From an optimization exercise on the open Yosys and OpenROAD flow, aimed at small area; shortcuts taken in it are not production practice.
Only simulation tests tie the RTL to the original design; equivalence was not proved.
No activity file was given, so power comes from the tool's default toggle rates.

Setup of v6:
## reg_file
module reg_file #(
  parameter int DATA_WIDTH = 32,
  parameter int ADDR_WIDTH = 5,
  parameter int ZERO_REG   = 31
) (
  input  logic                  clk,
  input  logic                  rst_n,
  input  logic [ADDR_WIDTH-1:0] read_reg1,
  input  logic [ADDR_WIDTH-1:0] read_reg2,
  input  logic [ADDR_WIDTH-1:0] write_reg,
  input  logic [DATA_WIDTH-1:0] write_data,
  input  logic                  reg_write,
  output logic [DATA_WIDTH-1:0] read_data1,
  output logic [DATA_WIDTH-1:0] read_data2
);
export LEC_CHECK = 0
export CAP_MARGIN = 10
export CORE_MARGIN = 2
export CORE_UTILIZATION = 60
export CTS_BUF_LIST = sky130_fd_sc_hd__clkbuf_8
export CTS_CLUSTER_DIAMETER = 50
export CTS_CLUSTER_SIZE = 16
export SLEW_MARGIN = 10
export SYNTH_HIERARCHICAL = 1
create_clock -name core_clock -period 10.0 [get_ports {clk}]
standard.sh (not shown) runs the stock make flow with config.mk's settings and CLKGATE_MAP_FILE= SYNTH_SCRIPT=/design/flow/synth_recipe.tcl, a recipe that flattens the netlist after the stock synthesis.
==> flow/flow/run.sh <==
#!/bin/bash
# Layout flow: the standard synthesis unchanged, then the standard ORFS
# layout with small port buffers and power (area) recovery after global route.
set -uo pipefail
bash standard.sh synth > flow_synth.log 2>&1 || exit 1
bash standard.sh \
  BUFFER_PORTS_ARGS="-buffer_cell sky130_fd_sc_hd__buf_1" \
  RECOVER_POWER=100 \
  finish > flow_layout.log 2>&1 || exit 1
What the final checks of v6 revealed, after a flow that finished every stage, was a layout that fails on capacitance limit, slew limit.
Here is what was changed in the inputs of v7 compared with v6.
Settings: CTS_CLUSTER_DIAMETER now 70, was 50; CTS_CLUSTER_SIZE now 24, was 16; CTS_BUF_LIST now sky130_fd_sc_hd__clkbuf_16, was sky130_fd_sc_hd__clkbuf_8; CORE_UTILIZATION now 40, was 60.
==> flow/flow/run.sh <==
#!/bin/bash
# Layout flow: the standard synthesis unchanged, then the standard ORFS
# layout with the smallest buffer on each port (repair_design sizes them up
# where a port drives a large load).
set -uo pipefail
bash standard.sh synth > flow_synth.log 2>&1 || exit 1
bash standard.sh \
  BUFFER_PORTS_ARGS="-buffer_cell sky130_fd_sc_hd__buf_1" \
  finish > flow_layout.log 2>&1 || exit 1
Results
- v7 ended up with a lower starting utilization of the core area than v6 did.
- In summary, v7 completed successfully, with a layout that passed the timing, design-rule and antenna checks.
- What the final checks of v6 revealed, after a flow that finished every stage, was a layout that fails on capacitance limit, slew limit.
- Net switching component of the power of v7 falls short of that of v6 by a little under 10%.
- Looking at proportion of cell area occupied by multi-input gates, v7 sits 0.33 points above v6.
- Of the two values seen for library cell contributing the largest single delay on the critical path, or4_1 was produced by v7 and clkbuf_1 by v6.
- Diff v7..v6 | cell area after technology mapping | unchanged
- v7: total routed wire length on the met1 layer 8600 um above v6
- Status: sequential share of layout area parity (v6, v7)

========
reg_file again, from the RTL that the note above started with.
==> flow/design.v (excerpt) <==
module reg_file #(
  parameter int DATA_WIDTH = 32,
  parameter int ADDR_WIDTH = 5,
  parameter int ZERO_REG   = 31
) (
  input  logic                  clk,
  input  logic                  rst_n,
  input  logic [ADDR_WIDTH-1:0] read_reg1,
  input  logic [ADDR_WIDTH-1:0] read_reg2,
  input  logic [ADDR_WIDTH-1:0] write_reg,
  input  logic [DATA_WIDTH-1:0] write_data,
  input  logic                  reg_write,
  output logic [DATA_WIDTH-1:0] read_data1,
  output logic [DATA_WIDTH-1:0] read_data2
);
clock: 10.0 ns
lec_check: 0
cap_margin: 10
core_margin: 2
core_utilization: 40
cts_buf_list: sky130_fd_sc_hd__clkbuf_16
cts_cluster_diameter: 50
cts_cluster_size: 28
slew_margin: 10
synth_hierarchical: 1
==> flow/flow/run.sh <==
#!/bin/bash
# Layout flow: the standard synthesis unchanged, then the standard ORFS
# layout with the smallest buffer on each port (repair_design sizes them up
# where a port drives a large load).
set -uo pipefail
bash standard.sh synth > flow_synth.log 2>&1 || exit 1
bash standard.sh \
  BUFFER_PORTS_ARGS="-buffer_cell sky130_fd_sc_hd__buf_1" \
  finish > flow_layout.log 2>&1 || exit 1
The first run passed the timing, design-rule and antenna checks.
Change:
==> flow/run.sh (new file) <==
#!/bin/bash
# synth_recipe.tcl (not shown) runs the flow's synth.tcl, then flattens the netlist and writes it again
# the make line also repeats each setting of config.mk as NAME=value (left out here)
make -C /OpenROAD-flow-scripts/flow DESIGN_CONFIG=/design/flow/config.mk WORK_HOME=/design/flow/orfs CLKGATE_MAP_FILE= SYNTH_SCRIPT=/design/flow/synth_recipe.tcl finish
CTS_CLUSTER_DIAMETER = 60   (was 50)
removed: flow/flow/run.sh
removed: flow/standard.sh
=> The changed run completed with no timing, DRC or antenna violations. Clock-buffer cell count fell by 26. Sequential power stays flat. Maximum frequency fell by 8.6%.

========
Setup of exp/ember:
The RTL this note starts from:
==> flow/design.v <==
module reg_file #(
  parameter int DATA_WIDTH = 32,
  parameter int ADDR_WIDTH = 5,
  parameter int ZERO_REG   = 31
) (
  input  logic                  clk,
  input  logic                  rst_n,
  input  logic [ADDR_WIDTH-1:0] read_reg1,
  input  logic [ADDR_WIDTH-1:0] read_reg2,
  input  logic [ADDR_WIDTH-1:0] write_reg,
  input  logic [DATA_WIDTH-1:0] write_data,
  input  logic                  reg_write,
  output logic [DATA_WIDTH-1:0] read_data1,
  output logic [DATA_WIDTH-1:0] read_data2
);
  localparam int W     = DATA_WIDTH;
  localparam int NREGS = 31;
  logic [NREGS-1:0] we, we_n;
  always_comb begin
    for (int i = 0; i < NREGS; i++) begin
      we[i] = reg_write && (write_reg == 5'(i));
    end
  end
  assign we_n = ~we;
  logic [NREGS-1:0] valid;
  always_ff @(posedge clk or negedge rst_n) begin
    if (!rst_n) begin
      valid <= '0;
    end else begin
      valid <= valid | we;
    end
  end
  logic [NREGS-1:0][W-1:0] mem, mem_d;
  for (genvar i = 0; i < NREGS; i++) begin : g_w
    for (genvar b = 0; b < W; b++) begin : g_b
      rf_hold u_h (
        .q(mem[i][b]), .hold(we_n[i]), .d(write_data[b]), .en(we[i]),
        .y(mem_d[i][b])
      );
    end
  end
  always_ff @(posedge clk) begin
    mem <= mem_d;
  end
  logic write_live;
  assign write_live = reg_write && rst_n;
  logic [ADDR_WIDTH-1:0] rr [2];
  logic [W-1:0]          rd [2];
  assign rr[0] = read_reg1;
  assign rr[1] = read_reg2;
  logic [NREGS-1:0] wl;
  assign wl = we & {NREGS{rst_n}};
  for (genvar p = 0; p < 2; p++) begin : g_p
    logic        hit;
    logic [31:0] sel;
    assign hit = write_live && (write_reg == rr[p]) && (rr[p] != 5'(ZERO_REG));
    always_comb begin
      for (int i = 0; i < NREGS; i++) begin
        sel[i] = (rr[p] == 5'(i)) && valid[i] && !wl[i];
      end
      sel[31] = hit;
    end
    for (genvar b = 0; b < W; b++) begin : g_b
      logic [31:0] q;
      logic [9:0]  g_n;
      logic [3:0]  h;
      for (genvar i = 0; i < NREGS; i++) begin : g_q
        assign q[i] = mem[i][b];
      end
      assign q[31] = write_data[b];
      for (genvar k = 0; k < 10; k++) begin : g_g
        rf_aoi222 u_g (
          .a1(sel[3*k]),   .a2(q[3*k]),
          .b1(sel[3*k+1]), .b2(q[3*k+1]),
          .c1(sel[3*k+2]), .c2(q[3*k+2]),
          .y(g_n[k])
        );
      end
      rf_ao22  u_g10 (.a1(sel[30]), .a2(q[30]), .b1(sel[31]), .b2(q[31]), .y(h[3]));
      rf_nand4 u_h0 (.a(g_n[0]), .b(g_n[1]), .c(g_n[2]), .d(g_n[3]), .y(h[0]));
      rf_nand3 u_h1 (.a(g_n[4]), .b(g_n[5]), .c(g_n[6]), .y(h[1]));
      rf_nand3 u_h2 (.a(g_n[7]), .b(g_n[8]), .c(g_n[9]), .y(h[2]));
      rf_or4   u_o  (.a(h[0]), .b(h[1]), .c(h[2]), .d(h[3]), .y(rd[p][b]));
    end
  end
  assign read_data1 = rd[0];
  assign read_data2 = rd[1];
endmodule
module rf_hold (
  input  logic q,
  input  logic hold,
  input  logic d,
  input  logic en,
  output logic y
);
  assign y = (q & hold) | (d & en);
endmodule
module rf_aoi222 (
  input  logic a1,
  input  logic a2,
  input  logic b1,
  input  logic b2,
  input  logic c1,
  input  logic c2,
  output logic y
);
  assign y = ~((a1 & a2) | (b1 & b2) | (c1 & c2));
endmodule
module rf_ao22 (
  input  logic a1,
  input  logic a2,
  input  logic b1,
  input  logic b2,
  output logic y
);
  assign y = (a1 & a2) | (b1 & b2);
endmodule
module rf_nand4 (
  input  logic a,
  input  logic b,
  input  logic c,
  input  logic d,
  output logic y
);
  assign y = ~(a & b & c & d);
endmodule
module rf_nand3 (
  input  logic a,
  input  logic b,
  input  logic c,
  output logic y
);
  assign y = ~(a & b & c);
endmodule
module rf_or4 (
  input  logic a,
  input  logic b,
  input  logic c,
  input  logic d,
  output logic y
);
  assign y = a | b | c | d;
endmodule
Settings: LEC_CHECK=0, CAP_MARGIN=10, CORE_MARGIN=2, CORE_UTILIZATION=40, CTS_BUF_LIST=sky130_fd_sc_hd__clkbuf_8, CTS_CLUSTER_DIAMETER=70, CTS_CLUSTER_SIZE=14, SLEW_MARGIN=10, SYNTH_HIERARCHICAL=1; clock period 10.0 ns.
==> flow/flow/run.sh <==
#!/bin/bash
# Layout flow: the standard synthesis unchanged, then the standard ORFS
# layout with the smallest buffer on each port (repair_design sizes them up
# where a port drives a large load).
set -uo pipefail
bash standard.sh synth > flow_synth.log 2>&1 || exit 1
bash standard.sh \
  BUFFER_PORTS_ARGS="-buffer_cell sky130_fd_sc_hd__buf_1" \
  finish > flow_layout.log 2>&1 || exit 1
In summary, exp/ember completed successfully, with a layout that passed the timing, design-rule and antenna checks.
### exp/ember -> exp/harbor
- swapping 70 for 50 in CTS_CLUSTER_DIAMETER
- swapping sky130_fd_sc_hd__clkbuf_8 for sky130_fd_sc_hd__clkbuf_16 in CTS_BUF_LIST
- swapping 10 for 0 in SLEW_MARGIN
- swapping 10 for 0 in CAP_MARGIN
- swapping 14 for 26 in CTS_CLUSTER_SIZE
Notes after the runs:
exp/harbor was carried through to the last stage, and its layout satisfied the timing, design-rule and antenna checks.
There was hardly any difference in total length of routed met2 wires between exp/harbor and exp/ember.
Min number of inserted diodes across exp/harbor and exp/ember: exp/harbor
Setup slack sits higher in exp/harbor than in exp/ember.
exp/ember consumes less power than exp/harbor.
Via count: exp/harbor and exp/ember compared, lower one is exp/ember
Between exp/harbor and exp/ember, the total wire length figures differ only marginally.
Summary of exp/harbor over exp/ember: share of final layout cell area taken by clock buffers and inverters increased 5.1 points; utilization picked up an extra 2.5 points; global-route usage saw little to no change; summed area of non-filler cells in the final layout now sits higher; reg-to-reg setup timing slack flat.
For exp/juniper, these inputs were changed with respect to exp/harbor:
- changing CTS_CLUSTER_DIAMETER from 50 to 60
- changing SLEW_MARGIN from 0 to 10
- changing CTS_CLUSTER_SIZE from 26 to 32
- changing CAP_MARGIN from 0 to 10
Results
The slack of the worst reg-to-reg path of exp/juniper and that of exp/harbor are within noise of each other.
Comparing exp/harbor against exp/juniper, there is no change at all in number of hold buffers added after cts.
Max relative contribution of sequential cells to total power across exp/harbor and exp/juniper: exp/juniper
Changes observed in exp/juniper relative to exp/harbor: setup slack went down 0.0078 ns; part of the power in combinational logic went up by 0.9 points.
Diff exp/harbor -> exp/juniper: leakage power summed over all cells decreased 0.52 nW, wire length reported by the detailed router now sits at about the same level, global-route usage now sits at about the same level, starting density of the core ~0 delta.

[what the ideal ports hide]
The flow's constraints put no driver on any port. The routed layouts listed below were extracted and timed again, unchanged, in two steps. Step 1 sets driving cells, clkbuf_16 on the clock port and buf_2 on the other inputs (assumed; they add their load-dependent delay and slew). Step 2 moves the port delays by t, midway between the first and last clock arrival at a register: inputs arrive t later, outputs are due t later. That takes back most of the time a late clock gives input paths. a / b / c = ideal ports / drivers / drivers and shift; a / b = the first two.
run | t, ns | slack for setup (ns) | latest minus earliest clock arrival (ns) | slew at the worst register clock pin (ns) | pins driven straight from the clock port
v6 | 0.847 | 1.064 / 1.023 / 1.023 | 0.039 / 0.039 | 0.11 / 0.11 | 1
v7 | 0.746 | 2.216 / 2.193 / 2.193 | 0.029 / 0.029 | 0.10 / 0.10 | 1
the first run of note 2 | 0.782 | 2.236 / 2.213 / 2.213 | 0.039 / 0.038 | 0.08 / 0.08 | 1
the second run of note 2 | 0.728 | 1.504 / 1.479 / 1.479 | 0.047 / 0.047 | 0.10 / 0.10 | 1
exp/ember | 0.839 | 2.217 / 2.194 / 2.194 | 0.055 / 0.056 | 0.10 / 0.10 | 1
exp/harbor | 0.782 | 2.236 / 2.213 / 2.213 | 0.039 / 0.038 | 0.08 / 0.08 | 1
exp/juniper | 0.728 | 2.228 / 2.205 / 2.205 | 0.055 / 0.055 | 0.11 / 0.11 | 1
The setup slack of v6, which loses most, moves by -0.041 ns with the drivers and by -0.041 ns with both steps.
